Background: an optimization exercise with open tools, aiming at small area, a short achievable clock period and few clock cycles per item. Do not read the settings as production practice.
RTL that was checked went through simulation tests only; none was proved equivalent to the original.
No functional check of the RTL was part of runs 7 and 8.

<file path="constraint.sdc">
create_clock -name core_clock -period 8.0 [get_ports {clk_i}]
set_input_delay 1.6000 -clock core_clock [delete_from_list [all_inputs] [get_ports {clk_i}]]
set_output_delay 1.6000 -clock core_clock [all_outputs]
set_load 0.01 [all_outputs]
</file>
<file path="design.v">
module gcd_multilane #(
    parameter int width_p = 32,
    parameter int els_p   = 4
) (
    input  logic                       clk_i,
    input  logic                       reset_i,
    input  logic [2*width_p-1:0]       data_i,
    input  logic                       v_i,
    output logic                       ready_o,
    output logic [width_p-1:0]         data_o,
    output logic                       v_o,
    input  logic                       yumi_i,
    output logic [$clog2(els_p+1)-1:0] count_o
);
    localparam int sh_w   = $clog2(width_p);
    localparam int max_sh = 7;
    function automatic logic [sh_w:0] ctz(input logic [width_p-1:0] x);
        logic [width_p-1:0]           v;
        logic [width_p-1:0][sh_w-1:0] c;
        for (int i = 0; i < width_p; i++) begin
            v[i] = x[i];
            c[i] = '0;
        end
        for (int l = 0; l < sh_w; l++) begin
            for (int i = 0; i < (width_p >> (l + 1)); i++) begin
                c[i] = v[2*i] ? c[2*i] : (c[2*i+1] | sh_w'(1 << l));
                v[i] = v[2*i] | v[2*i+1];
            end
        end
        ctz = {!v[0], c[0]};
    endfunction
    logic                busy_q;
    logic                first_q;    
    logic                fin_q;      
    logic [width_p-1:0]  a_q, b_q;
    logic [sh_w-1:0]     k_q;        
    logic                accept, retire, eq, found, k_zero, shift_a;
    assign eq      = (a_q == b_q);
    assign found   = eq && (a_q[0] || (a_q == '0));
    assign k_zero  = (k_q == '0);
    assign shift_a = !k_zero && fin_q;
    assign ready_o = !reset_i && !busy_q;
    assign v_o     = busy_q && k_zero && fin_q;
    assign data_o  = a_q;
    assign count_o = {{($clog2(els_p+1)-1){1'b0}}, busy_q};
    assign accept  = v_i && ready_o;
    assign retire  = yumi_i && v_o;
    logic [width_p-1:0]  g, p, gg, pp, g2, p2;
    logic [width_p-1:0]  diff, below, flip, a_step, b_step;
    logic [width_p+max_sh-1:0] ext;
    logic                neg, z_ab, over;
    logic [sh_w-1:0]     k_new;
    logic [max_sh:0]     x_lo;
    logic [2:0]          sh;
    always_comb begin
        g  = a_q & ~b_q;
        p  = ~(a_q ^ b_q);
        gg = g;
        pp = p;
        gg[0] = g[0] | p[0];      
        for (int l = 1; l < width_p; l = l * 2) begin
            g2 = gg;
            p2 = pp;
            for (int i = 0; i < width_p; i++) begin
                if ((i / l) % 2 == 1) begin
                    g2[i] = gg[i] | (pp[i] & gg[(i / l) * l - 1]);
                    p2[i] = pp[i] & pp[(i / l) * l - 1];
                end
            end
            gg = g2;
            pp = p2;
        end
        diff[0]  = ~p[0];
        below[0] = 1'b0;
        for (int i = 1; i < width_p; i++) begin
            diff[i]  = p[i] ^ gg[i-1];
            below[i] = ~pp[i-1];
        end
        neg  = ~gg[width_p-1];
        x_lo   = ~p[max_sh:0];
        sh     = 3'(ctz({{(width_p-max_sh-1){1'b0}}, x_lo}));
        over   = (x_lo == '0);
        for (int i = 0; i < width_p; i++) begin
            flip[i] = (i != 0) && (!over || (i + max_sh >= width_p) ||
                                   below[(i + max_sh) % width_p]);
        end
        ext    = {{max_sh{neg}}, diff} >> sh;
        b_step = ext[width_p-1:0] ^ ({width_p{neg}} & flip);
        if (!a_q[0])         a_step = b_q;
        else if (!b_q[0])    a_step = a_q;
        else if (neg)        a_step = a_q;
        else                 a_step = b_q;
        {z_ab, k_new} = ctz(a_q | b_q);
    end
    always_ff @(posedge clk_i) begin
        if (reset_i) begin
            busy_q <= 1'b0;
        end else if (accept) begin
            busy_q <= 1'b1;
        end else if (retire) begin
            busy_q <= 1'b0;
        end
    end
    always_ff @(posedge clk_i) begin
        if (accept) begin
            a_q     <= data_i[width_p-1:0];
            b_q     <= data_i[2*width_p-1:width_p];
            first_q <= 1'b1;
            fin_q   <= 1'b0;
            k_q     <= '0;
        end else begin
            if (shift_a) begin
                a_q <= a_q << 1;
            end else if (!fin_q) begin
                a_q <= a_step;
            end
            b_q     <= b_step;
            first_q <= 1'b0;
            fin_q   <= fin_q || found;
            if (first_q && !found) begin
                k_q <= z_ab ? '0 : k_new;
            end else if (shift_a) begin
                k_q <= k_q - 1'b1;
            end
        end
    end
endmodule
</file>
<file path="config.mk">
export PLATFORM = sky130hd
export DESIGN_NAME = gcd_multilane
export DESIGN_NICKNAME = gcd_multilane
export VERILOG_FILES = /design/flow/design.v
export SDC_FILE = /design/flow/constraint.sdc
export NUM_CORES = 4
export LEC_CHECK = 0
export CAP_MARGIN = 20
export CORE_MARGIN = 2
export CORE_UTILIZATION = 62
export CTS_BUF_LIST = sky130_fd_sc_hd__clkbuf_4 sky130_fd_sc_hd__clkbuf_8
export SETUP_SLACK_MARGIN = 3.8
export SLEW_MARGIN = 20
</file>
<file path="standard.sh">
#!/bin/bash
# synth_recipe.tcl (not shown) runs the flow's synth.tcl, then flattens the netlist and writes it again
# the make line also repeats each setting of config.mk as NAME=value (left out here)
make -C /OpenROAD-flow-scripts/flow DESIGN_CONFIG=/design/flow/config.mk WORK_HOME=/design/flow/orfs CLKGATE_MAP_FILE= SYNTH_SCRIPT=/design/flow/synth_recipe.tcl "${@:-finish}"
</file>
<file path="flow/run.sh">
#!/bin/bash
# The standard layout, with each port buffered by sky130_fd_sc_hd__buf_1
# instead of the delay-buffer cell buffer_ports picks by default.
set -euo pipefail
export BUFFER_PORTS_ARGS="-buffer_cell sky130_fd_sc_hd__buf_1"
bash standard.sh finish > flow_make.log 2>&1
</file>
==> flow_metrics.py, run 1 <==
metrics = {
    "routing": {
        "drt_pass1_iterations": 6,
        "drt_iter0_drc": 811,
        "drc": 0,
        "vias": 8390,
        "drtAntennaViolNets": 0,
        "post_drt_wl_per_cell_um": 19.0,
        "wirelength_um": 25200,
        "viasPerCell": 6.34,
    },
    "floorplan": {
        "die_w_um": 117,
        "coreArea_mm2": 0.0126,
        "dieArea_mm2": 0.0138,
        "initial_utilization_pct": 63.4,
        "rows": 41,
        "die_h_um": 117,
        "ios": 105,
    },
    "placed_design": {
        "place_area_mm2": 0.00841,
        "numPortBuffers": 102,
        "dp_hpwl_um": 18600,
        "gp_congestion": 0.984,
    },
    "status": {
        "status": "finished clean",
    },
    "job": {
        "cap_viol_max_count": 0,
    },
    "synth": {
        "ys.flop_type": "dfxtp_1",
        "ys_async_sr_fraction_pct": 0,
        "synth.avg_cell_area_um2": 7.37,
        "synth_top_area_share_pct": 12.1,
        "synth.most_common_cell": "nand2_1",
        "synth_area_leaders": "edfxtp_1 12%, ha_1 10%, dfxtp_1 10%, nand2_1 5.7%, a21oi_1 5.5%",
        "synth_warnings": 1,
        "yosys.area.top_type": "edfxtp_1",
        "ys_ff_latch": 72,
        "synth_common_cells": "121 x nand2_1, 102 x nor2_1, 94 x inv_1, 87 x a21oi_1, 76 x o21ai_0",
        "synth_seq_area_share_pct": 22.1,
        "syn_inst": 1081,
        "synth_edf_count": 32,
        "ys_types": 86,
        "synth_area_mm2": 0.00797,
    },
    "global_route": {
        "grt_pass1_vias": 7855,
        "grt_max_degree": 106,
        "grt_overflow": 0,
        "grt.total_usage_pct": 36.0,
        "grt_pass1_wl_um": 40000,
        "antenna_found_initial": 0,
    },
    "worst_setup_path": {
        "start_kind": "flop",
        "crit_type": "flop to flop",
        "cp_max_fo": 6,
        "endpoint_kind": "flop",
        "timing.rr.start": "a_q[7]",
        "critPathLaunch": "a_q[7]",
        "cp.arrival_ns": 4.29,
        "cp_data_required_time_ns": 8.26,
    },
    "timing": {
        "max_freq_mhz": 248,
        "slew_headroom_pct": 25.2,
        "worst_slew_pin_slew_ns": 1.11,
        "drv_slew": 0,
        "hold_viol_final": 0,
        "period_needed_ns": 4.02,
        "finalSetupViolCount": 0,
        "clock_skew_ns": 0.00926,
        "period_share_pct": 50.3,
        "grt_setup_unrepaired": "no",
        "setup_tns_ns": 0,
    },
    "clock_network": {
        "numCtsBuffers": 9,
        "clock_latency_ns": 0.38,
        "htree_levels": 3,
        "cts_root_buf": "clkbuf_8",
        "cts.path.max_buffers": 2,
        "clk_pin_slew_ns": 0.09,
        "clock-sinks": 72,
        "cts_tree": "done",
    },
    "worst_hold_path": {
        "hold_start": "busy_q",
        "min_path_type": "flop to flop",
    },
    "layout": {
        "n_antenna_cell": 0,
        "layout-drive-gt1-share_pct": 7.81,
        "fin_area_mm2": 0.00877,
        "nets": 1285,
        "syn_to_final_growth_pct": 10.1,
        "fillers": 1131,
    },
}
==> sequential cells by signal, summed over array words and instances, names as in the netlist <==
signal	cells
b_q	32
fin_q	1
busy_q	1
a_q	32
first_q	1
k_q	5
==> placed cells by master, fill, tap and decap left out, drive strengths merged, types with 9 or more instances in the layout <==
cell	n
edfxtp	32
xor2	13
o31ai	16
buf	118
nand3	27
mux2i	23
o21ai	85
ha	65
nor3	40
clkbuf	9
xnor2	26
o211ai	9
a21oi	88
nand4	14
a31oi	11
dfxtp	40
inv	95
nand2	121
nor4	25
nor2	103
nand2b	13
nor2b	11
==> worst paths after layout <==
kind	to	slack (ns)	depth (start not counted)
worst max-delay path	b_q[23]	3.98	13
worst min-delay path	busy_q	0.51	2
worst max register to register	b_q[23]	3.98	13
worst min register to register	busy_q	0.51	2
==> cell families (layout without fill, tap and decap cells) <==
| group | Yosys count | count (layout) | synth area share, % |
|---|---|---|---|
| fa+ha+maj | 70 | 70 | 11.5 |
| buf+inv | 159 | 229 | 7.81 |
| compound gates | 310 | 310 | 26.2 |
| flops | 72 | 72 | 22.1 |
| mux | 29 | 29 | 3.74 |
| xor+xnor | 39 | 39 | 4.29 |
| other cells | 1 | 2 | 0.0471 |
| simple gates | 401 | 401 | 24.3 |
==> routing by layer <==
metal	vias to the layer above	routed length, um	track usage (%)
li1	4019	-	-
met5	-	0	0
met4	0	1160	18.7
met3	76	2330	7.39
met1	3884	10700	47.3
met2	411	11000	56.1
==> cell type report <==
cell class / instances / area (um2) / area share [%]
inverters: 95 / 358 / 4.08
well taps: 172 / 215 / 2.45
flip-flops and latches: 72 / 1760 / 20.1
multi-input cells: 851 / 5740 / 65.4
clock buffers: 9 / 124 / 1.41
repair buffers: 118 / 503 / 5.74
clock inverters: 7 / 70.1 / 0.799
==> worst max-delay path, stage by stage (launching register included) <==
cell,delay (ns)
edfxtp_1,0.43
inv_1,0.08
ha_1,0.41
nor4_2,0.46
o31a_1,0.36
o41ai_4,0.12
buf_4,0.19
a21oi_1,0.35
o2111ai_1,0.22
nand3_1,0.22
o21bai_1,0.16
mux2_2,0.36
nor4b_1,0.16
nor4_2,0.39
==> per-stage QoR <==
stage	worst slack, ns	hold WS (ns)	std cells	util [%]
2_1_floorplan	3.93	0.461	1082	-
3_3_place_gp	3.94	0.494	1303	66.9
3_5_place_dp	3.80	0.502	1303	66.9
4_1_cts	3.83	0.514	1319	68.5
5_1_grt	3.76	0.555	1324	69.8
6_report	3.98	0.509	1324	69.8
==> repair_timing <==
action / CTS / global route
pin swaps: 0 / 3
hold buffers: 0 / 0
gates resized for setup: 1 / 21
setup buffers: 0 / 5
endpoints found under the setup margin: 31 / 55
Testbench counts, summed over its fixed seeds: cycles 40,892, items 1,920.
==> inputs of run 2 (changes only) <==
--- a/config.mk
+++ b/config.mk
@@ -9,5 +9,5 @@
 export CORE_MARGIN = 2
 export CORE_UTILIZATION = 62
 export CTS_BUF_LIST = sky130_fd_sc_hd__clkbuf_4 sky130_fd_sc_hd__clkbuf_8
-export SETUP_SLACK_MARGIN = 3.8
+export SETUP_SLACK_MARGIN = 4.15
 export SLEW_MARGIN = 20
==> run 2 against run 1 <==
Against the previous run:
- via count up 2.3%
- sequential cell count did not move
- register-to-register slack improved by 0.15 ns
- final cell count increased by 1.1%
- clock skew shrank 0.00077 ns
- synthesized cell count unchanged
- worst hold slack worse by 0.0016 ns
- cell area up 4.2%
- critical endpoint is now k_q[0]
- largest cell class unchanged
==> flow_metrics.py, run 2 <==
metrics = {
    "synth": {
        "ys_types": 86,
        "synth_warnings": 1,
        "ys.flop_type": "dfxtp_1",
        "ys_ff_latch": 72,
        "synth_top_area_share_pct": 12.1,
        "synth.most_common_cell": "nand2_1",
        "synth_edf_count": 32,
        "synth.avg_cell_area_um2": 7.37,
        "synth_area_mm2": 0.00797,
        "synth_area_leaders": "edfxtp_1 12%, ha_1 10%, dfxtp_1 10%, nand2_1 5.7%, a21oi_1 5.5%",
        "yosys.area.top_type": "edfxtp_1",
        "syn_inst": 1081,
        "synth_seq_area_share_pct": 22.1,
        "synth_common_cells": "121 x nand2_1, 102 x nor2_1, 94 x inv_1, 87 x a21oi_1, 76 x o21ai_0",
        "ys_async_sr_fraction_pct": 0,
    },
    "routing": {
        "wirelength_um": 25800,
        "drt_pass1_iterations": 6,
        "vias": 8581,
        "top_layer": "met4",
        "met1_length_um": 10600,
        "wl_met3_um": 2410,
        "drtAntennaViolNets": 0,
        "post_drt_wl_per_cell_um": 19.3,
        "viasPerCell": 6.41,
        "met2WireLength_um": 11600,
        "drt_iter0_drc": 1050,
        "drc": 0,
    },
    "layout": {
        "final_common_cell": "nand2_1",
        "final_cell_mix": "119 x nand2_1, 102 x buf_1, 101 x nor2_1",
        "n_antenna_cell": 0,
        "area.sequential_mm2": 0.00176,
        "multiInputGateArea_mm2": 0.00599,
        "reg_top3": "a_q: 32 flops, b_q: 32 flops, k_q: 5 flops",
        "nets": 1299,
        "layout-drive-gt1-share_pct": 11.1,
        "syn_to_final_growth_pct": 14.7,
        "fillers": 1072,
    },
    "worst_setup_path": {
        "start_kind": "flop",
        "worst_path_max_delay_cell": "nor2_1",
        "timing.rr.start": "a_q[8]",
        "cpMostUsedCell": "nor2_1",
        "cp_num_buf_inv": 1,
        "slowest_delay_ns": 0.54,
        "r2r_end": "k_q[0]",
        "critPathLaunch": "a_q[8]",
        "rr_worst_depth": 11,
        "critPathTopFamily": "simple AND/OR/NAND/NOR gates",
        "cp.arrival_ns": 4.19,
        "crit_type": "flop to flop",
        "endpoint_kind": "flop",
        "cp_cell_sequence": "inv_1 > ha_1 > or3_1 > nand2b_1 > nor2_1 > nand2_1 > nor2_1 > nand4b_1 > nand2_1 > nor2_1 > a211oi_1",
        "cp_max_fo": 8,
        "cp_data_required_time_ns": 8.31,
        "r2r_setup_slack_ns": 4.12,
    },
    "placed_design": {
        "dp_hpwl_um": 18700,
        "gp_congestion": 1.05,
        "numPortBuffers": 102,
    },
    "worst_hold_path": {
        "min_path_type": "flop to flop",
        "min_path_cells": 2,
        "hold_start": "busy_q",
        "min_to": "busy_q",
    },
    "global_route": {
        "grt_pass1_wl_um": 39500,
        "grt_max_degree": 101,
        "antenna_found_initial": 0,
        "grt_overflow": 0,
        "grt_pass1_vias": 7659,
        "grt.total_usage_pct": 35.9,
    },
    "floorplan": {
        "die_w_um": 117,
        "dieArea_mm2": 0.0138,
        "ios": 105,
        "die_h_um": 117,
        "coreArea_mm2": 0.0126,
        "initial_utilization_pct": 63.4,
        "rows": 41,
    },
    "clock_network": {
        "clk_pin_slew_ns": 0.08,
        "clock_latency_ns": 0.39,
        "cts_root_buf": "clkbuf_8",
        "cts_tree": "done",
        "numCtsBuffers": 9,
        "cts.path.max_buffers": 2,
        "holdBufCountCts": 0,
        "htree_levels": 3,
        "clock-sinks": 72,
    },
    "timing": {
        "period_share_pct": 48.4,
        "max_freq_mhz": 258,
        "worst_slew_pin_slew_ns": 0.996,
        "slew_headroom_pct": 33.1,
        "drv_slew": 0,
        "grt_setup_unrepaired": "yes",
        "clock_skew_ns": 0.00849,
        "finalSetupViolCount": 0,
        "hold_viol_final": 0,
        "setup_tns_ns": 0,
        "period_needed_ns": 3.88,
    },
    "job": {
        "cap_viol_max_count": 0,
    },
    "status": {
        "status": "finished clean",
    },
}
-- run 2: cell count changes in the layout (fill, tap and decap cells not counted), sizes merged --
cell	before	now
buf	118	131
clkinv	5	7
bufinv	1	0
clkinvlp	1	0
nand3	27	28
-- run 2: cell type report --
cell class / instances / share of cell area (%)
multi-input cells: 852 / 65.6
flip-flops and latches: 72 / 19.3
repair buffers: 131 / 6.98
inverters: 95 / 3.92
well taps: 172 / 2.36
clock buffers: 9 / 1.36
clock inverters: 7 / 0.507
-- run 2: per-layer routing --
layer	vias up	GRT usage (%)
met1	3951	48.0
met4	0	17.5
met2	476	56.8
met3	89	5.40
met5	-	0
li1	4065	-
-- run 2: what timing repair did --
| action | in CTS | in global routing |
|---|---|---|
| buffers inserted | 1 | 16 |
| gates cloned | 0 | 1 |
| endpoints found under the setup margin | 37 | 57 |
| gates resized for setup | 11 | 62 |
| pin swaps | 1 | 21 |
-- run 2: cell families after synthesis --
family                     count (synthesis)  share of synthesized area, %
and+or+nand+nor                          401                          24.3
muxes                                     29                          3.74
adders and majority gates                 70                          11.5
DFF                                       72                          22.1
AOI/OAI and AO/OA                        310                          26.2
xor gates and xnor gates                  39                          4.29
other                                      1                        0.0471
buffers and inverters                    159                          7.81
-- run 2: how the worst max path moves through the flow --
stage / endpoint / slack [ns] / cells past startpoint
detailed placement: a_q[20] / 3.79 / 11
CTS: a_q[21] / 4.10 / 10
floorplan: a_q[10] / 4.27 / 12
global placement: a_q[17] / 3.90 / 11
finish: k_q[0] / 4.12 / 11
global route: b_q[23] / 4.06 / 12
-- run 2: stage by stage --
| step | setup slack (ns) | area [um2] | hold slack [ns] | std cells | util (%) |
|---|---|---|---|---|---|
| global placement | 3.90 | 8420 | 0.487 | 1304 | 67.0 |
| floorplan | 4.27 | 7970 | 0.461 | 1082 | - |
| finish | 4.12 | 9140 | 0.507 | 1338 | 72.7 |
| global route | 4.06 | 9140 | 0.547 | 1338 | 72.7 |
| CTS | 4.10 | 8660 | 0.512 | 1321 | 68.9 |
| detailed placement | 3.79 | 8420 | 0.499 | 1304 | 67.0 |
-- run 2: worst reg2reg max path, stage by stage, from the launching register on --
cell and delay (ns):
edfxtp_1 0.51, inv_1 0.16, ha_1 0.43, or3_1 0.46, nand2b_1 0.21, nor2_1 0.37, nand2_1 0.17, nor2_1 0.54
nand4b_1 0.37, nand2_1 0.31, nor2_1 0.08, a211oi_1 0.19
==> inputs of run 3 (changes only) <==
--- a/config.mk
+++ b/config.mk
@@ -9,5 +9,6 @@
 export CORE_MARGIN = 2
 export CORE_UTILIZATION = 62
 export CTS_BUF_LIST = sky130_fd_sc_hd__clkbuf_4 sky130_fd_sc_hd__clkbuf_8
-export SETUP_SLACK_MARGIN = 4.15
+export GPL_ROUTABILITY_DRIVEN = 0
+export SETUP_SLACK_MARGIN = 4.0
 export SLEW_MARGIN = 20
==> run 3 against run 2 <==
Against the previous run:
- worst hold slack hardly changed
- non-clock buffer count is 8 lower
- routed wire length is 0.61% lower
- final cell count is 0.60% lower
- synthesized area stayed put
- synthesized cell count stayed put
- sequential cell count stayed put
- worst setup slack worse by 0.011 ns
- critical path type unchanged
- critical endpoint is now b_q[21]
==> flow_metrics.py, run 3 <==
metrics = {
    "status": {
        "status": "finished clean",
    },
    "synth": {
        "synth_top_area_share_pct": 12.1,
        "synth_edf_count": 32,
        "synth.avg_cell_area_um2": 7.37,
        "ys_types": 86,
        "ys_async_sr_fraction_pct": 0,
        "ys_ff_latch": 72,
        "synth_seq_area_share_pct": 22.1,
        "synth_area_leaders": "edfxtp_1 12%, ha_1 10%, dfxtp_1 10%, nand2_1 5.7%, a21oi_1 5.5%",
        "syn_inst": 1081,
        "yosys.area.top_type": "edfxtp_1",
        "synth_common_cells": "121 x nand2_1, 102 x nor2_1, 94 x inv_1, 87 x a21oi_1, 76 x o21ai_0",
        "ys.flop_type": "dfxtp_1",
        "synth_area_mm2": 0.00797,
        "synth_warnings": 1,
        "synth.most_common_cell": "nand2_1",
    },
    "floorplan": {
        "die_h_um": 117,
        "rows": 41,
        "ios": 105,
        "initial_utilization_pct": 63.4,
        "coreArea_mm2": 0.0126,
        "die_w_um": 117,
        "dieArea_mm2": 0.0138,
    },
    "clock_network": {
        "clock_latency_ns": 0.40,
        "cts_tree": "done",
        "cts.path.max_buffers": 2,
        "clock-sinks": 72,
        "htree_levels": 3,
        "holdBufCountCts": 0,
        "clk_pin_slew_ns": 0.09,
        "cts_root_buf": "clkbuf_8",
        "numCtsBuffers": 9,
    },
    "timing": {
        "grt_setup_unrepaired": "yes",
        "setup_tns_ns": 0,
        "worst_slew_pin_slew_ns": 0.806,
        "slew_headroom_pct": 46.3,
        "period_needed_ns": 3.89,
        "clock_skew_ns": 0.0107,
        "period_share_pct": 48.6,
        "finalSetupViolCount": 0,
        "drv_slew": 0,
        "hold_viol_final": 0,
        "setup_ws_ns": 4.11,
        "max_freq_mhz": 257,
    },
    "worst_setup_path": {
        "cpMostUsedCell": "buf_4",
        "cp_cell_sequence": "inv_2 > ha_1 > fa_1 > nor3_2 > o31a_1 > o41ai_4 > buf_4 > buf_4 > nor3_4 > o32ai_1 > a221oi_1 > mux2i_1 > a22oi_1 > xnor2_1 > o21ai_1",
        "endpoint_kind": "flop",
        "worst_path_max_delay_cell": "a221oi_1",
        "crit_type": "flop to flop",
        "slowest_delay_ns": 0.44,
        "cp_max_fo": 6,
        "cp.arrival_ns": 4.15,
        "cp_data_required_time_ns": 8.26,
        "start_kind": "flop",
    },
    "layout": {
        "final_common_cell": "nand2_1",
        "fillers": 1093,
        "final_cell_mix": "121 x nand2_1, 102 x buf_1, 101 x nor2_1",
        "nets": 1291,
        "syn_to_final_growth_pct": 11.7,
        "n_antenna_cell": 0,
        "layout-drive-gt1-share_pct": 8.81,
        "reg_top3": "a_q: 32 flops, b_q: 32 flops, k_q: 5 flops",
    },
    "placed_design": {
        "place_ws_ns": 3.80,
        "numPortBuffers": 102,
        "dp_hpwl_um": 18700,
    },
    "routing": {
        "drt_iter0_drc": 1030,
        "wirelength_um": 25600,
        "post_drt_wl_per_cell_um": 19.3,
        "viasPerCell": 6.39,
        "drt_pass1_iterations": 6,
        "vias": 8498,
        "drc": 0,
        "drtAntennaViolNets": 0,
    },
    "job": {
        "cap_viol_max_count": 0,
    },
    "global_route": {
        "grt_pass1_wl_um": 39900,
        "grt_overflow": 0,
        "antenna_found_initial": 0,
        "grt_max_degree": 91,
        "grt_pass1_vias": 7788,
        "grt.total_usage_pct": 35.9,
    },
    "worst_hold_path": {
        "min_path_type": "flop to flop",
    },
}
-- run 3: cell counts after synthesis --
Identical to the previous run, type by type.
-- run 3: routing by layer --
metal	part of all wire (%)	up-vias	GRT usage, %
met5	0	-	0
met4	4.5	0	17.8
met3	10	81	9.29
met2	44	501	55.7
met1	42	3865	46.4
li1	-	4051	-
-- run 3: per-stage QoR --
| step | utilization (%) | hold WS [ns] | instance area, um2 | std cells |
|---|---|---|---|---|
| 3_5_place_dp | 67.0 | 0.492 | 8430 | 1305 |
| 4_1_cts | 68.9 | 0.505 | 8660 | 1321 |
| 6_report | 70.8 | 0.507 | 8900 | 1330 |
| 2_1_floorplan | - | 0.461 | 7970 | 1082 |
| 3_3_place_gp | 67.0 | 0.488 | 8430 | 1305 |
| 5_1_grt | 70.8 | 0.550 | 8900 | 1330 |
-- run 3: repair_timing --
action,in CTS,in global routing
hold endpoints to repair,0,0
endpoints found under the setup margin,31,62
gates cloned,0,1
resized for setup,1,32
buffers inserted,0,8
pin swaps,0,12
-- run 3: worst paths after layout --
path                              from       to  slack, ns  cells past startpoint
worst max-delay path            a_q[0]  b_q[21]       4.11                     15
worst min register to register  busy_q   busy_q       0.51                      2
worst min-delay path            busy_q   busy_q       0.51                      2
worst max register to register  a_q[0]  b_q[21]       4.11                     15
-- run 3: cell families after synthesis --
kind of cell | Yosys count | synth area share, %
AND/OR/NAND/NOR | 401 | 24.3
flip-flops | 72 | 22.1
buffers and inverters | 159 | 7.81
other | 1 | 0.0471
XOR/XNOR | 39 | 4.29
AO/OA/AOI/OAI | 310 | 26.2
multiplexers | 29 | 3.74
adder cells (fa/ha/maj) | 70 | 11.5
-- run 3: layout make-up --
type                       count  area (um2)  area share, %
sequential                    72        1760           19.8
tap                          172         215           2.42
multi-input combinational    852        5800           65.1
timing repair buffer         123         541           6.08
clock buffer                   9         124           1.39
clock inverter                 7         103           1.15
inverter                      95         358           4.02
-- run 3: worst max-delay path, delay by kind of cell (launching register included) --
kind | cells | cell delay, ns
DFF | 1 | 0.39
muxes | 1 | 0.26
buffers and inverters | 3 | 0.40
and+or+nand+nor | 2 | 0.49
adders and majority gates | 2 | 0.62
xor gates and xnor gates | 1 | 0.19
AOI/OAI and AO/OA | 6 | 1.38
==> inputs of run 4 (changes only) <==
--- a/config.mk
+++ b/config.mk
@@ -9,6 +9,6 @@
 export CORE_MARGIN = 2
 export CORE_UTILIZATION = 62
 export CTS_BUF_LIST = sky130_fd_sc_hd__clkbuf_4 sky130_fd_sc_hd__clkbuf_8
-export GPL_ROUTABILITY_DRIVEN = 0
+export GPL_TIMING_DRIVEN = 0
 export SETUP_SLACK_MARGIN = 4.0
 export SLEW_MARGIN = 20
==> run 4 against run 3 <==
Against the previous run:
- critical path depth stayed put
- clock skew grew 0.0096 ns
- synthesized cell count unchanged
- sequential share of layout area is 0.59 points lower
- synthesized area stayed put
- final cell count is 4.7% higher
- fmax down 5.1%
- die area stayed put
==> flow_metrics.py, run 4 <==
metrics = {
    "timing": {
        "grt_setup_unrepaired": "yes",
        "hold_viol_final": 0,
        "period_needed_ns": 4.10,
        "finalSetupViolCount": 0,
        "period_share_pct": 51.2,
        "clock_skew_ns": 0.0203,
        "drv_slew": 0,
        "setup_tns_ns": 0,
        "worst_slew_pin_slew_ns": 1.09,
        "max_freq_mhz": 244,
        "slew_headroom_pct": 27.5,
    },
    "synth": {
        "syn_inst": 1081,
        "synth_seq_area_share_pct": 22.1,
        "synth.most_common_cell": "nand2_1",
        "ys.flop_type": "dfxtp_1",
        "synth_area_leaders": "edfxtp_1 12%, ha_1 10%, dfxtp_1 10%, nand2_1 5.7%, a21oi_1 5.5%",
        "synth_area_mm2": 0.00797,
        "synth_top_family_by_area": "compound AO/OA/AOI/OAI gates",
        "synth_fa_ha_area_share_pct": 11.5,
        "synth_common_cells": "121 x nand2_1, 102 x nor2_1, 94 x inv_1, 87 x a21oi_1, 76 x o21ai_0",
        "synth.avg_cell_area_um2": 7.37,
        "synth_warnings": 1,
        "ys_ff_latch": 72,
        "yosys.area_share.simple_pct": 24.3,
        "ys_async_sr_fraction_pct": 0,
        "synth_xor_xnor_area_share_pct": 4.29,
        "synth_edf_count": 32,
        "yosys.area.top_type": "edfxtp_1",
        "synth-compound-area-share_pct": 26.2,
        "synth_top_area_share_pct": 12.1,
        "ys_types": 86,
        "synth_mux_area_share_pct": 3.74,
    },
    "floorplan": {
        "dieArea_mm2": 0.0138,
        "die_w_um": 117,
        "rows": 41,
        "initial_utilization_pct": 63.4,
        "die_h_um": 117,
        "coreArea_mm2": 0.0126,
        "ios": 105,
    },
    "layout": {
        "multiInputGateArea_mm2": 0.00580,
        "fillers": 1052,
        "nets": 1354,
        "final_cell_mix": "120 x nand2_1, 106 x buf_1, 98 x nor2_1",
        "layout-drive-gt1-share_pct": 10.2,
        "post-route-util_pct": 73.0,
        "syn_to_final_growth_pct": 15.1,
        "final_common_cell": "nand2_1",
        "final_cell_count_no_fill": 1393,
        "area.sequential_mm2": 0.00176,
        "n_antenna_cell": 0,
        "reg_top3": "a_q: 32 flops, b_q: 32 flops, k_q: 5 flops",
    },
    "worst_setup_path": {
        "start_kind": "flop",
        "timing.rr.start": "a_q[0]",
        "cp_data_required_time_ns": 8.25,
        "critPathLaunch": "a_q[0]",
        "crit_type": "flop to flop",
        "endpoint_kind": "flop",
        "cp_max_fo": 6,
        "cp.arrival_ns": 4.35,
    },
    "placed_design": {
        "gp_congestion": 1.01,
        "dp_hpwl_um": 23000,
        "dp.cells": 1356,
        "numPortBuffers": 102,
    },
    "clock_network": {
        "cts_tree": "done",
        "cts_root_buf": "clkbuf_8",
        "clock-sinks": 72,
        "clock_latency_ns": 0.40,
        "numCtsBuffers": 9,
        "holdBufCountCts": 0,
        "htree_levels": 3,
        "cts.path.max_buffers": 2,
        "clk_pin_slew_ns": 0.08,
    },
    "routing": {
        "drc": 0,
        "wirelength_um": 31800,
        "vias": 9390,
        "post_drt_wl_per_cell_um": 22.8,
        "drt_iter0_drc": 1229,
        "drtAntennaViolNets": 0,
        "viasPerCell": 6.74,
        "drt_pass1_iterations": 10,
    },
    "job": {
        "cap_viol_max_count": 0,
    },
    "worst_hold_path": {
        "hold_start": "fin_q",
        "min_path_type": "flop to flop",
    },
    "global_route": {
        "antenna_found_initial": 0,
        "grt_max_degree": 17,
        "grt_overflow": 0,
        "grt_pass1_vias": 8434,
        "grt.total_usage_pct": 44.2,
        "grt_pass1_wl_um": 47200,
    },
    "status": {
        "status": "finished clean",
    },
}
-- run 4: cell count changes in the layout (fill, tap and decap cells not counted), moves of 3 or more --
cell | previous run | this run
buf_1 | 102 | 106
o21ai_1 | 8 | 11
clkbuf_2 | 0 | 9
buf_2 | 0 | 8
ha_2 | 4 | 1
nor2_1 | 101 | 98
clkbuf_1 | 0 | 38
ha_1 | 61 | 64
buf_12 | 0 | 3
-- run 4: through the flow --
step / setup WS [ns] / cell area, um2 / hold WS, ns
after floorplan: 4.27 / 7970 / 0.461
after global placement: 3.33 / 8570 / 0.475
after detailed placement: 3.29 / 8570 / 0.495
after CTS: 4.02 / 8910 / 0.506
after global routing: 3.80 / 9170 / 0.530
final: 3.90 / 9170 / 0.526
-- run 4: kinds of logic (layout without fill, tap and decap cells) --
logic type	Yosys count	in the layout
simple gates	401	402
other cells	1	2
mux	29	29
buf+inv	159	297
xor+xnor	39	39
flops	72	72
compound gates	310	310
fa+ha+maj	70	70
-- run 4: what timing repair did --
item                                    CTS  global route
pin swaps                                 3             9
setup buffers                             5            15
gates resized for setup                  22            34
cloned                                    1             0
endpoints found under the setup margin   55            62
-- run 4: layout make-up --
cell class              instances  area share [%]
plain buffers                  64            3.06
clock buffers                  12            1.73
clock inverters                 4           0.314
inverters                      95            3.89
multi-input cells             852            63.2
flip-flops and latches         72            19.2
well taps                     172            2.35
repair buffers                122            6.22
-- run 4: worst paths after layout --
| check | end | slack [ns] | depth (start not counted) |
|---|---|---|---|
| worst max-delay path | b_q[21] | 3.90 | 15 |
| worst min register to register | fin_q | 0.53 | 2 |
| worst min-delay path | fin_q | 0.53 | 2 |
| worst max register to register | b_q[21] | 3.90 | 15 |
-- run 4: critical path: stages, from the launching register on --
cell and delay, ns:
edfxtp_1 0.40, inv_2 0.08, ha_1 0.22, fa_2 0.38
nor3_2 0.28, o31a_1 0.37, o41ai_4 0.12, buf_4 0.18
buf_4 0.16, nor3_2 0.35, o32ai_1 0.16, a221oi_1 0.47
mux2i_1 0.23, a22oi_1 0.29, xnor2_1 0.19, o21ai_1 0.09
-- run 4: metal layers --
metal	vias to the layer above	global-route usage [%]	wire length, um
met3	166	10.3	4080
li1	4182	-	-
met4	0	25.6	2030
met2	748	68.0	13700
met1	4294	56.7	12000
met5	-	0	0
==> inputs of run 5 (changes only) <==
--- a/config.mk
+++ b/config.mk
@@ -9,6 +9,5 @@
 export CORE_MARGIN = 2
 export CORE_UTILIZATION = 62
 export CTS_BUF_LIST = sky130_fd_sc_hd__clkbuf_4 sky130_fd_sc_hd__clkbuf_8
-export GPL_TIMING_DRIVEN = 0
 export SETUP_SLACK_MARGIN = 4.0
 export SLEW_MARGIN = 20
==> run 5 against run 4 <==
Against the previous run:
- still clean
- first-iteration DRC count is 15% lower
- via count is 11% lower
- die area stayed put
- utilization is 3.0 points lower
- final cell count is 4.8% lower
- worst setup slack better by 0.16 ns
- fmax is 4.0% higher
- global-route usage is 8.5 points lower
- largest cell class unchanged
- count of clock-buffer cells in the layout is 3 lower
==> flow_metrics.py, run 5 <==
metrics = {
    "status": {
        "status": "finished clean",
    },
    "synth": {
        "synth_common_cells": "121 x nand2_1, 102 x nor2_1, 94 x inv_1, 87 x a21oi_1, 76 x o21ai_0",
        "ys_types": 86,
        "syn_inst": 1081,
        "synth_area_mm2": 0.00797,
        "synth_edf_count": 32,
        "synth_warnings": 1,
        "yosys.area.top_type": "edfxtp_1",
        "synth_area_leaders": "edfxtp_1 12%, ha_1 10%, dfxtp_1 10%, nand2_1 5.7%, a21oi_1 5.5%",
        "ys_ff_latch": 72,
        "synth_top_area_share_pct": 12.1,
        "synth_seq_area_share_pct": 22.1,
        "ys.flop_type": "dfxtp_1",
        "synth.avg_cell_area_um2": 7.37,
        "ys_async_sr_fraction_pct": 0,
        "synth.most_common_cell": "nand2_1",
    },
    "global_route": {
        "grt_pass1_wl_um": 39300,
        "grt_overflow": 0,
        "antenna_found_initial": 0,
        "grt_max_degree": 101,
        "grt.total_usage_pct": 35.8,
        "grt_pass1_vias": 7625,
    },
    "worst_hold_path": {
        "min_path_type": "flop to flop",
    },
    "layout": {
        "nets": 1287,
        "syn_to_final_growth_pct": 10.5,
        "n_antenna_cell": 0,
        "multiInputGateArea_mm2": 0.00578,
        "layout-drive-gt1-share_pct": 8.58,
        "final_common_cell": "nand2_1",
        "final_cell_mix": "120 x nand2_1, 102 x buf_1, 101 x nor2_1",
        "area.sequential_mm2": 0.00176,
        "fillers": 1127,
        "reg_top3": "a_q: 32 flops, b_q: 32 flops, k_q: 5 flops",
    },
    "clock_network": {
        "clock_latency_ns": 0.39,
        "cts_root_buf": "clkbuf_8",
        "clock-sinks": 72,
        "cts_tree": "done",
        "numCtsBuffers": 9,
        "htree_levels": 3,
        "cts.path.max_buffers": 2,
        "clk_pin_slew_ns": 0.09,
    },
    "timing": {
        "grt_setup_unrepaired": "yes",
        "worst_slew_pin_slew_ns": 0.965,
        "period_needed_ns": 3.94,
        "max_freq_mhz": 254,
        "clock_skew_ns": 0.00908,
        "period_share_pct": 49.2,
        "hold_viol_final": 0,
        "whs_ns": 0.507,
        "slew_headroom_pct": 35.2,
        "setup_tns_ns": 0,
        "setup_ws_ns": 4.06,
        "drv_slew": 0,
        "finalSetupViolCount": 0,
    },
    "placed_design": {
        "gp_congestion": 1.05,
        "place_ws_ns": 3.79,
        "dp_hpwl_um": 18700,
        "numPortBuffers": 102,
    },
    "routing": {
        "drc": 0,
        "drtAntennaViolNets": 0,
        "drt_pass1_iterations": 5,
        "vias": 8359,
        "viasPerCell": 6.30,
        "wirelength_um": 25300,
        "post_drt_wl_per_cell_um": 19.1,
        "drt_iter0_drc": 1041,
    },
    "worst_setup_path": {
        "cp.arrival_ns": 4.19,
        "cp_data_required_time_ns": 8.25,
        "cp_max_fo": 8,
        "endpoint_kind": "flop",
        "start_kind": "flop",
        "crit_type": "flop to flop",
    },
    "job": {
        "cap_viol_max_count": 0,
    },
    "floorplan": {
        "die_h_um": 117,
        "coreArea_mm2": 0.0126,
        "die_w_um": 117,
        "initial_utilization_pct": 63.4,
        "dieArea_mm2": 0.0138,
        "rows": 41,
        "ios": 105,
    },
}
## run 5: cell counts after synthesis
Identical to the previous run, type by type.
## run 5: cells by family (layout without fill, tap and decap cells)
kind of cell / count (synthesis) / count (layout) / share of synthesized area [%]
buf+inv: 159 / 230 / 7.81
mux: 29 / 29 / 3.74
fa+ha+maj: 70 / 70 / 11.5
other cells: 1 / 2 / 0.0471
xor+xnor: 39 / 39 / 4.29
flops: 72 / 72 / 22.1
simple gates: 401 / 402 / 24.3
compound gates: 310 / 310 / 26.2
## run 5: timing repair
item / in CTS / in global routing
pin swaps: 0 / 6
gates cloned: 0 / 1
gates resized for setup: 2 / 31
setup buffers: 0 / 5
setup endpoints to repair: 32 / 59
hold buffers: 0 / 0
## run 5: final timing paths
kind / startpoint / end / slack (ns) / cells after the start
min reg2reg: busy_q / busy_q / 0.51 / 2
max reg2reg: a_q[3] / b_q[17] / 4.06 / 16
min: busy_q / busy_q / 0.51 / 2
max: a_q[3] / b_q[17] / 4.06 / 16
## run 5: critical path, stage by stage (launching register included)
cell and delay [ns]:
edfxtp_1 0.42, inv_1 0.08, ha_2 0.40, nor2b_1 0.09
o31a_1 0.28, buf_4 0.16, o41a_4 0.50, nor2_4 0.17
inv_2 0.08, fa_1 0.42, xnor2_2 0.23, nand2_1 0.09
nor4bb_4 0.18, a211oi_2 0.21, o21bai_1 0.19, xnor2_1 0.18
a21oi_1 0.12
## run 5: stage by stage
step,instance area (um2),util (%),std cells
final,8800,70.0,1326
after global placement,8420,67.0,1304
after floorplan,7970,-,1082
after global routing,8800,70.0,1326
after CTS,8600,68.5,1320
after detailed placement,8420,67.0,1304
## run 5: metal layers
metal | vias to the layer above | track usage (%) | wire [um]
met3 | 77 | 5.25 | 2150
met1 | 3819 | 48.1 | 10700
met2 | 429 | 56.8 | 11300
li1 | 4034 | - | -
met5 | - | 0 | 0
met4 | 0 | 16.3 | 1160
## run 5: final cells by class
type	instances	area share, %
timing repair buffer	119	5.80
sequential	72	20.0
tap	172	2.45
clock buffer	9	1.41
multi-input combinational	852	65.7
clock inverter	7	0.526
inverter	95	4.07
==> inputs of run 6 (changes only) <==
--- a/config.mk
+++ b/config.mk
@@ -7,7 +7,7 @@
 export LEC_CHECK = 0
 export CAP_MARGIN = 20
 export CORE_MARGIN = 2
-export CORE_UTILIZATION = 62
+export CORE_UTILIZATION = 70
 export CTS_BUF_LIST = sky130_fd_sc_hd__clkbuf_4 sky130_fd_sc_hd__clkbuf_8
 export SETUP_SLACK_MARGIN = 4.0
 export SLEW_MARGIN = 20
==> run 6 against run 5 <==
Against the previous run:
- still clean
- cell area hardly changed
- sequential share of layout area hardly changed
- final cell count is 2.3% lower
- worst hold slack improved by 0.0016 ns
- routed wire length increased by 1.1%
- synthesized cell count is the same
- critical path depth did not move
==> flow_metrics.py, run 6 <==
metrics = {
    "status": {
        "status": "finished clean",
    },
    "placed_design": {
        "place_area_mm2": 0.00839,
        "gp_congestion": 1.00,
        "dp_hpwl_um": 18600,
        "numPortBuffers": 102,
        "place_ws_ns": 3.74,
    },
    "timing": {
        "finalSetupViolCount": 0,
        "period_share_pct": 49.1,
        "clock_skew_ns": 0.0207,
        "setup_ws_ns": 4.07,
        "drv_slew": 0,
        "period_needed_ns": 3.93,
        "hold_viol_final": 0,
        "whs_ns": 0.508,
        "worst_slew_pin_slew_ns": 0.933,
        "max_freq_mhz": 255,
        "slew_headroom_pct": 37.8,
        "setup_tns_ns": 0,
        "grt_setup_unrepaired": "yes",
    },
    "worst_setup_path": {
        "start_kind": "flop",
        "cp_cell_sequence": "inv_2 > ha_1 > fa_1 > nor3_2 > o31a_1 > o41a_4 > nor2_4 > inv_2 > fa_1 > xnor2_2 > nand2_1 > nor4bb_2 > a211oi_1 > o21bai_1 > xnor2_1 > a21oi_1",
        "slowest_delay_ns": 0.53,
        "cp_data_required_time_ns": 8.26,
        "worst_path_max_delay_cell": "o41a_4",
        "endpoint_kind": "flop",
        "crit_type": "flop to flop",
        "cp.arrival_ns": 4.19,
        "rr_worst_depth": 16,
        "cp_max_fo": 4,
    },
    "floorplan": {
        "coreArea_mm2": 0.0110,
        "dieArea_mm2": 0.0122,
        "initial_utilization_pct": 72.5,
        "ios": 105,
        "die_h_um": 111,
        "rows": 38,
        "die_w_um": 111,
    },
    "synth": {
        "ys_async_sr_fraction_pct": 0,
        "synth_seq_area_share_pct": 22.1,
        "synth_xor_xnor_area_share_pct": 4.29,
        "synth_mux_area_share_pct": 3.74,
        "synth_edf_count": 32,
        "synth_area_leaders": "edfxtp_1 12%, ha_1 10%, dfxtp_1 10%, nand2_1 5.7%, a21oi_1 5.5%",
        "synth.avg_cell_area_um2": 7.37,
        "synth_warnings": 1,
        "synth-compound-area-share_pct": 26.2,
        "synth_top_area_share_pct": 12.1,
        "syn_inst": 1081,
        "synth.most_common_cell": "nand2_1",
        "ys.flop_type": "dfxtp_1",
        "synth_area_mm2": 0.00797,
        "ys_types": 86,
        "yosys.area.top_type": "edfxtp_1",
        "synth_fa_ha_area_share_pct": 11.5,
        "yosys.area_share.simple_pct": 24.3,
        "synth_common_cells": "121 x nand2_1, 102 x nor2_1, 94 x inv_1, 87 x a21oi_1, 76 x o21ai_0",
        "synth_top_family_by_area": "compound AO/OA/AOI/OAI gates",
        "ys_ff_latch": 72,
    },
    "global_route": {
        "grt_overflow": 0,
        "grt.total_usage_pct": 40.1,
        "grt_max_degree": 106,
        "grt_pass1_wl_um": 39900,
        "antenna_found_initial": 0,
        "grt_pass1_vias": 7961,
    },
    "routing": {
        "wirelength_um": 25600,
        "drt_pass1_iterations": 6,
        "drt_iter0_drc": 1157,
        "drtAntennaViolNets": 0,
        "drc": 0,
        "viasPerCell": 6.75,
        "post_drt_wl_per_cell_um": 19.7,
        "vias": 8748,
    },
    "worst_hold_path": {
        "min_path_cells": 2,
        "min_path_type": "flop to flop",
    },
    "clock_network": {
        "clk_pin_slew_ns": 0.08,
        "cts.path.max_buffers": 2,
        "clock-sinks": 72,
        "clock_latency_ns": 0.41,
        "htree_levels": 3,
        "cts_root_buf": "clkbuf_8",
        "numCtsBuffers": 9,
        "cts_tree": "done",
    },
    "layout": {
        "reg_top3": "a_q: 32 flops, b_q: 32 flops, k_q: 5 flops",
        "syn_to_final_growth_pct": 10.5,
        "final_common_cell": "nand2_1",
        "final_cell_mix": "120 x nand2_1, 102 x buf_1, 99 x nor2_1",
        "layout-drive-gt1-share_pct": 8.48,
        "nets": 1288,
        "fillers": 799,
        "fin_area_mm2": 0.00880,
    },
    "job": {
        "cap_viol_max_count": 0,
    },
}
## run 6: worst paths after layout
check	start	slack, ns	to
max	a_q[0]	4.07	b_q[17]
min	busy_q	0.51	busy_q
max reg2reg	a_q[0]	4.07	b_q[17]
min reg2reg	busy_q	0.51	busy_q
## run 6: layout make-up
cell class | count | area (um2) | area share (%)
clock buffer | 10 | 138 | 1.56
multi-input combinational | 852 | 5780 | 65.7
inverter | 95 | 358 | 4.07
timing repair buffer | 120 | 518 | 5.89
tap | 140 | 175 | 1.99
antenna | 1 | 2.50 | 0.0284
clock inverter | 6 | 67.6 | 0.768
sequential | 72 | 1760 | 20.0
## run 6: worst max-delay path, delay by kind of cell (launching register included)
kind,cells,cell delay [ns]
AO/OA/AOI/OAI,5,1.40
adder cells (fa/ha/maj),3,0.81
AND/OR/NAND/NOR,4,0.51
flip-flops,1,0.45
XOR/XNOR,2,0.42
buffers and inverters,2,0.22
## run 6: timing repair
item | CTS | global route
setup buffers | 0 | 4
hold buffers | 0 | 0
cloned | 0 | 1
resized for setup | 1 | 29
pin swaps | 0 | 6
endpoints found under the setup margin | 31 | 64
## run 6: metrics by stage
| step | instances | util, % |
|---|---|---|
| 2_1_floorplan | 1082 | - |
| 3_3_place_gp | 1274 | 76.4 |
| 3_5_place_dp | 1274 | 76.4 |
| 4_1_cts | 1290 | 78.4 |
| 5_1_grt | 1295 | 80.1 |
| 6_report | 1296 | 80.1 |
## run 6: logic make-up after synthesis
family / count (synthesis)
simple gates: 401
compound gates: 310
buf+inv: 159
flops: 72
fa+ha+maj: 70
xor+xnor: 39
mux: 29
other cells: 1
## run 6: metal layers
| layer | up-vias | track usage (%) | wire length (um) |
|---|---|---|---|
| met5 | - | 0 | 0 |
| met4 | 0 | 19.8 | 1370 |
| met3 | 132 | 8.42 | 2820 |
| met2 | 608 | 62.9 | 11400 |
| met1 | 3978 | 52.5 | 10000 |
| li1 | 4030 | - | - |
==> inputs of run 7 (changes only) <==
--- a/design.v
+++ b/design.v
@@ -40,7 +40,7 @@
     assign k_zero  = (k_q == '0);
     assign shift_a = !k_zero && fin_q;
     assign ready_o = !reset_i && !busy_q;
-    assign v_o     = busy_q && k_zero && fin_q;
+    assign v_o     = busy_q && k_zero && (fin_q || found);
     assign data_o  = a_q;
     assign count_o = {{($clog2(els_p+1)-1){1'b0}}, busy_q};
     assign accept  = v_i && ready_o;
--- a/config.mk
+++ b/config.mk
@@ -7,7 +7,7 @@
 export LEC_CHECK = 0
 export CAP_MARGIN = 20
 export CORE_MARGIN = 2
-export CORE_UTILIZATION = 70
+export CORE_UTILIZATION = 40
 export CTS_BUF_LIST = sky130_fd_sc_hd__clkbuf_4 sky130_fd_sc_hd__clkbuf_8
 export SETUP_SLACK_MARGIN = 4.0
 export SLEW_MARGIN = 20
==> run 7 against run 6 <==
Against the previous run:
- non-clock buffer count up 34
- via count rose by 5.9%
- global-route usage shrank 12 points
- count of clock-buffer cells in the layout grew 1
- register-to-register slack better by 0.02 ns
- final cell count is 17% higher
- sequential cell count unchanged
- sequential share of layout area fell by 2.5 points
- fmax fell by 11%
- clock skew decreased by 0.0061 ns
==> flow_metrics.py, run 7 <==
metrics = {
    "timing": {
        "whs_ns": 0.470,
        "setup_tns_ns": 0,
        "worst_slew_pin_slew_ns": 0.939,
        "clock_skew_ns": 0.0146,
        "drv_slew": 0,
        "finalSetupViolCount": 0,
        "period_needed_ns": 4.42,
        "hold_viol_final": 0,
        "max_freq_mhz": 226,
        "slew_headroom_pct": 36.6,
        "period_share_pct": 55.3,
        "grt_setup_unrepaired": "yes",
    },
    "worst_hold_path": {
        "hold_start": "k_q[4]",
        "min_path_type": "flop to flop",
    },
    "clock_network": {
        "cts_root_buf": "clkbuf_8",
        "clock-sinks": 72,
        "cts.path.max_buffers": 2,
        "holdBufCountCts": 0,
        "clock_latency_ns": 0.37,
        "htree_levels": 3,
        "clk_pin_slew_ns": 0.10,
        "numCtsBuffers": 9,
        "cts_tree": "done",
    },
    "global_route": {
        "grt_pass1_vias": 8048,
        "grt.total_usage_pct": 28.2,
        "grt_overflow": 0,
        "grt_pass1_wl_um": 47800,
        "antenna_found_initial": 0,
        "grt_max_degree": 69,
    },
    "synth": {
        "syn_inst": 1151,
        "synth_warnings": 1,
        "synth.avg_cell_area_um2": 7.27,
        "ys_async_sr_fraction_pct": 0,
        "yosys.area.top_type": "edfxtp_1",
        "synth.most_common_cell": "nand2_1",
        "ys_types": 97,
        "synth_edf_count": 32,
        "synth_common_cells": "127 x nand2_1, 115 x nor2_1, 96 x inv_1, 91 x a21oi_1, 81 x o21ai_0",
        "synth_area_mm2": 0.00837,
        "ys_ff_latch": 72,
        "synth_top_area_share_pct": 11.5,
        "synth_seq_area_share_pct": 21.0,
        "synth_area_leaders": "edfxtp_1 11%, ha_1 9.7%, dfxtp_1 9.6%, nand2_1 5.7%, a21oi_1 5.4%",
        "ys.flop_type": "dfxtp_1",
    },
    "worst_setup_path": {
        "critPathLaunch": "a_q[8]",
        "cp_data_required_time_ns": 6.40,
        "cp.arrival_ns": 2.82,
        "endpoint_kind": "output port",
        "crit_type": "flop to output port",
        "start_kind": "flop",
        "timing.rr.start": "a_q[0]",
        "cp_max_fo": 3,
    },
    "layout": {
        "final_cell_mix": "126 x nand2_1, 109 x nor2_1, 101 x buf_1",
        "syn_to_final_growth_pct": 20.0,
        "reg_top3": "a_q: 32 flops, b_q: 32 flops, k_q: 5 flops",
        "fillers": 2033,
        "layout-drive-gt1-share_pct": 16.1,
        "final_common_cell": "nand2_1",
        "final_cell_count_no_fill": 1522,
        "n_antenna_cell": 0,
        "nets": 1385,
    },
    "routing": {
        "drc": 0,
        "post_drt_wl_per_cell_um": 21.2,
        "viasPerCell": 6.09,
        "drt_iter0_drc": 1024,
        "drt_pass1_iterations": 6,
        "wirelength_um": 32300,
        "drtAntennaViolNets": 0,
        "vias": 9265,
    },
    "floorplan": {
        "coreArea_mm2": 0.0204,
        "rows": 52,
        "die_h_um": 149,
        "initial_utilization_pct": 41.1,
        "dieArea_mm2": 0.0221,
        "ios": 105,
        "die_w_um": 149,
    },
    "placed_design": {
        "gp_congestion": 0.965,
        "dp.cells": 1465,
        "dp_hpwl_um": 24300,
        "numPortBuffers": 102,
    },
    "job": {
        "cap_viol_max_count": 0,
    },
    "status": {
        "status": "finished clean",
    },
}
[run 7: cell count changes after synthesis, sizes merged, moves of 6 or more]
| cell | delta |
|---|---|
| mux2i | -11 |
| nand2 | +6 |
| nor2 | +14 |
| nor4 | -6 |
| a31oi | +10 |
| or3 | +7 |
| o21ai | +10 |
| nand3 | +9 |
[run 7: logic make-up (layout without fill, tap and decap cells)]
kind of cell | count (synthesis) | count (layout) | synth area share [%]
AND/OR/NAND/NOR | 429 | 429 | 24.6
AO/OA/AOI/OAI | 361 | 361 | 29.9
buffers and inverters | 168 | 268 | 7.91
flip-flops | 72 | 72 | 21.0
adder cells (fa/ha/maj) | 70 | 70 | 10.9
XOR/XNOR | 34 | 34 | 3.56
multiplexers | 16 | 16 | 1.97
other | 1 | 2 | 0.0448
[run 7: layer usage]
metal  share of wire, %  global-route usage, %  up-vias
li1                   -                      -     4369
met1                 46                   43.4     4363
met2                 42                   40.6      489
met3                9.0                   4.72       44
met4                2.1                   7.10        0
met5                  0                      0        -
[run 7: final cells by class]
| type | count | area, um2 | area share, % |
|---|---|---|---|
| clock buffer | 11 | 151 | 1.51 |
| clock inverter | 5 | 62.6 | 0.623 |
| inverter | 98 | 369 | 3.67 |
| tap | 270 | 338 | 3.36 |
| timing repair buffer | 154 | 822 | 8.18 |
| multi-input combinational | 912 | 6540 | 65.1 |
| sequential | 72 | 1760 | 17.5 |
[run 7: final timing paths]
path | cells after the start | to | slack [ns]
worst max-delay path | 11 | v_o | 3.58
worst min register to register | 2 | k_q[4] | 0.47
worst min-delay path | 2 | k_q[4] | 0.47
worst max register to register | 18 | b_q[11] | 4.09
[run 7: repair_timing]
action / in CTS / in global routing
cloned: 1 / 0
setup buffers: 19 / 21
setup endpoints to repair: 60 / 47
pin swaps: 12 / 16
gates resized for setup: 48 / 61
[run 7: critical path, stage by stage (launching register included)]
cell and delay, ns:
edfxtp_1 0.42, inv_2 0.12, ha_4 0.21, or4_4 0.58, nor4_4 0.20, nand3_2 0.17
nor2_4 0.12, nand4_1 0.10, buf_4 0.18, nor2b_4 0.13, nor2_4 0.10, buf_6 0.11
[run 7: per-stage QoR]
| stage | instance area (um2) | util (%) | setup WS (ns) |
|---|---|---|---|
| after floorplan | 8440 | - | 3.93 |
| after global placement | 8980 | 44.1 | 3.38 |
| after detailed placement | 8980 | 44.1 | 3.28 |
| after CTS | 9590 | 47.1 | 3.56 |
| after global routing | 10000 | 49.3 | 3.49 |
| final | 10000 | 49.3 | 3.58 |
==> inputs of run 8 (changes only) <==
--- a/design.v
+++ b/design.v
@@ -35,12 +35,11 @@
     logic [width_p-1:0]  a_q, b_q;
     logic [sh_w-1:0]     k_q;        
     logic                accept, retire, eq, found, k_zero, shift_a;
-    assign eq      = (a_q == b_q);
-    assign found   = eq && (a_q[0] || (a_q == '0));
+    assign found   = eq && (a_q[0] || (first_q && z_ab));
     assign k_zero  = (k_q == '0);
     assign shift_a = !k_zero && fin_q;
     assign ready_o = !reset_i && !busy_q;
-    assign v_o     = busy_q && k_zero && (fin_q || found);
+    assign v_o     = busy_q && k_zero && fin_q;
     assign data_o  = a_q;
     assign count_o = {{($clog2(els_p+1)-1){1'b0}}, busy_q};
     assign accept  = v_i && ready_o;
@@ -77,6 +76,7 @@
             below[i] = ~pp[i-1];
         end
         neg  = ~gg[width_p-1];
+        eq   = pp[width_p-1];
         x_lo   = ~p[max_sh:0];
         sh     = 3'(ctz({{(width_p-max_sh-1){1'b0}}, x_lo}));
         over   = (x_lo == '0);
--- a/config.mk
+++ b/config.mk
@@ -7,7 +7,7 @@
 export LEC_CHECK = 0
 export CAP_MARGIN = 20
 export CORE_MARGIN = 2
-export CORE_UTILIZATION = 40
+export CORE_UTILIZATION = 62
 export CTS_BUF_LIST = sky130_fd_sc_hd__clkbuf_4 sky130_fd_sc_hd__clkbuf_8
 export SETUP_SLACK_MARGIN = 4.0
 export SLEW_MARGIN = 20
==> run 8 against run 7 <==
Against the previous run:
- non-clock buffer count down 38
- cell area down 12%
- worst setup slack better by 0.54 ns
- global-route usage up 9.6 points
- clock skew up 0.0047 ns
- via count down 7.6%
- die area down 37%
- critical endpoint is now b_q[9]
- count of clock-buffer cells in the layout down 1
- synthesized cell count down 5.7%
- highest routed layer unchanged
==> flow_metrics.py, run 8 <==
metrics = {
    "layout": {
        "final_cell_mix": "118 x nand2_1, 115 x nor2_1, 102 x buf_1",
        "final_cell_count_no_fill": 1332,
        "reg_top3": "a_q: 32 flops, b_q: 32 flops, k_q: 5 flops",
        "fillers": 1145,
        "n_antenna_cell": 0,
        "syn_to_final_growth_pct": 10.6,
        "layout-drive-gt1-share_pct": 8.45,
        "fin_area_mm2": 0.00888,
        "nets": 1293,
        "final_common_cell": "nand2_1",
    },
    "worst_setup_path": {
        "endpoint_kind": "flop",
        "worst_path_max_delay_cell": "or4_1",
        "critPathTopFamily": "simple AND/OR/NAND/NOR gates",
        "r2r_setup_slack_ns": 4.12,
        "cp_max_fo": 8,
        "critPathLaunch": "a_q[10]",
        "cp.arrival_ns": 4.15,
        "slowest_delay_ns": 0.68,
        "crit_type": "flop to flop",
        "cp_cell_sequence": "inv_1 > ha_1 > or4_1 > nor2_2 > o31ai_4 > nand3_1 > fa_1 > inv_1 > o21ai_0 > a211oi_2 > nor2_1 > a211oi_1 > a21oi_1 > xor2_1 > a21oi_1",
        "cp_num_buf_inv": 2,
        "path_depth": 15,
        "rr_worst_depth": 15,
        "r2r_end": "b_q[9]",
        "cp_data_required_time_ns": 8.27,
        "timing.rr.start": "a_q[10]",
        "start_kind": "flop",
        "worstSetupEndpoint": "b_q[9]",
    },
    "status": {
        "status": "finished clean",
    },
    "timing": {
        "max_freq_mhz": 258,
        "setup_ws_ns": 4.12,
        "period_needed_ns": 3.88,
        "finalSetupViolCount": 0,
        "hold_viol_final": 0,
        "setup_tns_ns": 0,
        "grt_setup_unrepaired": "yes",
        "clock_skew_ns": 0.0193,
        "worst_slew_pin_slew_ns": 0.854,
        "period_share_pct": 48.5,
        "drv_slew": 0,
        "slew_headroom_pct": 43.0,
    },
    "synth": {
        "ys_types": 96,
        "ys_async_sr_fraction_pct": 0,
        "synth.most_common_cell": "nor2_1",
        "synth_area_mm2": 0.00803,
        "ys.flop_type": "dfxtp_1",
        "synth_edf_count": 32,
        "synth_area_leaders": "edfxtp_1 12%, ha_1 10%, dfxtp_1 10%, nor2_1 5.6%, nand2_1 5.5%",
        "syn_inst": 1085,
        "synth_warnings": 1,
        "ys_ff_latch": 72,
        "yosys.area.top_type": "edfxtp_1",
        "synth_seq_area_share_pct": 21.9,
        "synth_common_cells": "119 x nor2_1, 118 x nand2_1, 96 x inv_1, 88 x a21oi_1, 74 x o21ai_0",
        "synth_top_area_share_pct": 12.0,
        "synth.avg_cell_area_um2": 7.40,
    },
    "routing": {
        "drt_iter0_drc": 867,
        "vias": 8564,
        "wirelength_um": 27100,
        "drt_pass1_iterations": 6,
        "drc": 0,
        "drtAntennaViolNets": 0,
        "viasPerCell": 6.43,
        "post_drt_wl_per_cell_um": 20.4,
    },
    "floorplan": {
        "die_w_um": 118,
        "initial_utilization_pct": 63.7,
        "coreArea_mm2": 0.0126,
        "ios": 105,
        "rows": 41,
        "dieArea_mm2": 0.0139,
        "die_h_um": 118,
    },
    "placed_design": {
        "place_ws_ns": 3.77,
        "numPortBuffers": 102,
        "place_area_mm2": 0.00847,
        "dp_hpwl_um": 20500,
        "gp_congestion": 1.03,
        "dp.cells": 1310,
    },
    "clock_network": {
        "clock-sinks": 72,
        "htree_levels": 3,
        "numCtsBuffers": 9,
        "clk_pin_slew_ns": 0.10,
        "cts_tree": "done",
        "holdBufCountCts": 0,
        "cts.path.max_buffers": 2,
        "clock_latency_ns": 0.39,
        "cts_root_buf": "clkbuf_8",
    },
    "job": {
        "cap_viol_max_count": 0,
    },
    "global_route": {
        "antenna_found_initial": 0,
        "grt_pass1_vias": 7730,
        "grt_max_degree": 69,
        "grt_overflow": 0,
        "grt.total_usage_pct": 37.8,
        "grt_pass1_wl_um": 41100,
    },
    "worst_hold_path": {
        "min_path_type": "flop to flop",
    },
}
[run 8: layer usage]
| metal | vias to the layer above | GRT usage (%) | routed length, um |
|---|---|---|---|
| li1 | 4024 | - | - |
| met1 | 3936 | 45.1 | 10300 |
| met2 | 488 | 63.8 | 12800 |
| met3 | 116 | 7.03 | 2310 |
| met4 | 0 | 21.5 | 1660 |
| met5 | - | 0 | 0 |
[run 8: area by class of cell]
cell class / instances / area [um2] / area share, %
Sequential cell: 72 / 1760 / 19.8
Inverter: 96 / 360 / 4.06
Clock buffer: 10 / 131 / 1.48
Tap cell: 172 / 215 / 2.42
Multi-Input combinational cell: 860 / 5870 / 66.1
Timing Repair Buffer: 116 / 504 / 5.68
Clock inverter: 6 / 42.5 / 0.479
[run 8: cell families after synthesis]
kind of cell,synth area share [%]
buffers and inverters,7.66
muxes,2.82
and+or+nand+nor,24.4
adders and majority gates,11.4
xor gates and xnor gates,3.71
other,0.0467
AOI/OAI and AO/OA,28.1
DFF,21.9
[run 8: repair_timing]
item                                    4_1_cts  5_1_grt
endpoints found under the hold margin         0        0
gates cloned                                  0        1
endpoints found under the setup margin       51       61
pin swaps                                     0        7
setup buffers                                 0        5
resized for setup                             4       28
[run 8: worst min path at each step]
stage / end / startpoint / slack [ns] / depth (start not counted)
after floorplan: busy_q / busy_q / 0.47 / 2
after global placement: busy_q / busy_q / 0.49 / 2
after detailed placement: busy_q / busy_q / 0.50 / 2
after CTS: busy_q / busy_q / 0.52 / 2
after global routing: busy_q / busy_q / 0.54 / 2
final: busy_q / busy_q / 0.51 / 2
[run 8: worst register-to-register path, cell delays in order (launching register included)]
cell and delay (ns):
edfxtp_1 0.42, inv_1 0.09, ha_1 0.42, or4_1 0.68, nor2_2 0.26, o31ai_4 0.14
nand3_1 0.14, fa_1 0.45, inv_1 0.08, o21ai_0 0.11, a211oi_2 0.33, nor2_1 0.07
a211oi_1 0.24, a21oi_1 0.08, xor2_1 0.18, a21oi_1 0.08
[run 8: per-stage QoR]
| step | util [%] | hold slack [ns] |
|---|---|---|
| global placement | 67.2 | 0.488 |
| detailed placement | 67.2 | 0.497 |
| finish | 70.4 | 0.507 |
| global route | 70.4 | 0.542 |
| CTS | 68.7 | 0.515 |
| floorplan | - | 0.471 |

-- port drivers added, routing unchanged --
The results above use ideal ports. As a check the final layouts listed here were re-extracted and re-timed, cells and wires unchanged.
Step 1 (the two cells are an assumption about what drives the block):
set clk [get_ports {clk_i}]
set_driving_cell -lib_cell sky130_fd_sc_hd__clkbuf_16 $clk
set_driving_cell -lib_cell sky130_fd_sc_hd__buf_2 [delete_from_list [all_inputs] $clk]
Step 2 also shifts input and output timing later by t, the mid clock arrival at the registers, as if the neighbouring blocks saw the same clock.
Three values: no drivers, after step 1, after step 2; two values: the first two.
| run | shift t [ns] | setup WS [ns] | hold slack, ns |
|---|---|---|---|
| run 1 | 0.415 | 3.975 / 3.975 / 3.975 | 0.509 / 0.509 / 0.509 |
| run 2 | 0.428 | 4.124 / 4.124 / 4.124 | 0.507 / 0.507 / 0.507 |
| run 3 | 0.428 | 4.113 / 4.113 / 4.113 | 0.507 / 0.507 / 0.507 |
| run 4 | 0.427 | 3.904 / 3.904 / 3.904 | 0.526 / 0.526 / 0.526 |
| run 5 | 0.428 | 4.061 / 4.061 / 4.061 | 0.507 / 0.507 / 0.507 |
| run 6 | 0.432 | 4.072 / 4.072 / 4.072 | 0.508 / 0.508 / 0.508 |
| run 7 | 0.400 | 3.580 / 3.545 / 3.916 | 0.470 / 0.470 / 0.470 |
| run 8 | 0.418 | 4.120 / 4.120 / 4.007 | 0.507 / 0.507 / 0.507 |
After both steps setup and hold are still met in every run listed. The setup slack of run 8, which loses most, moves by 0.000 ns with the drivers and by -0.113 ns with both steps.
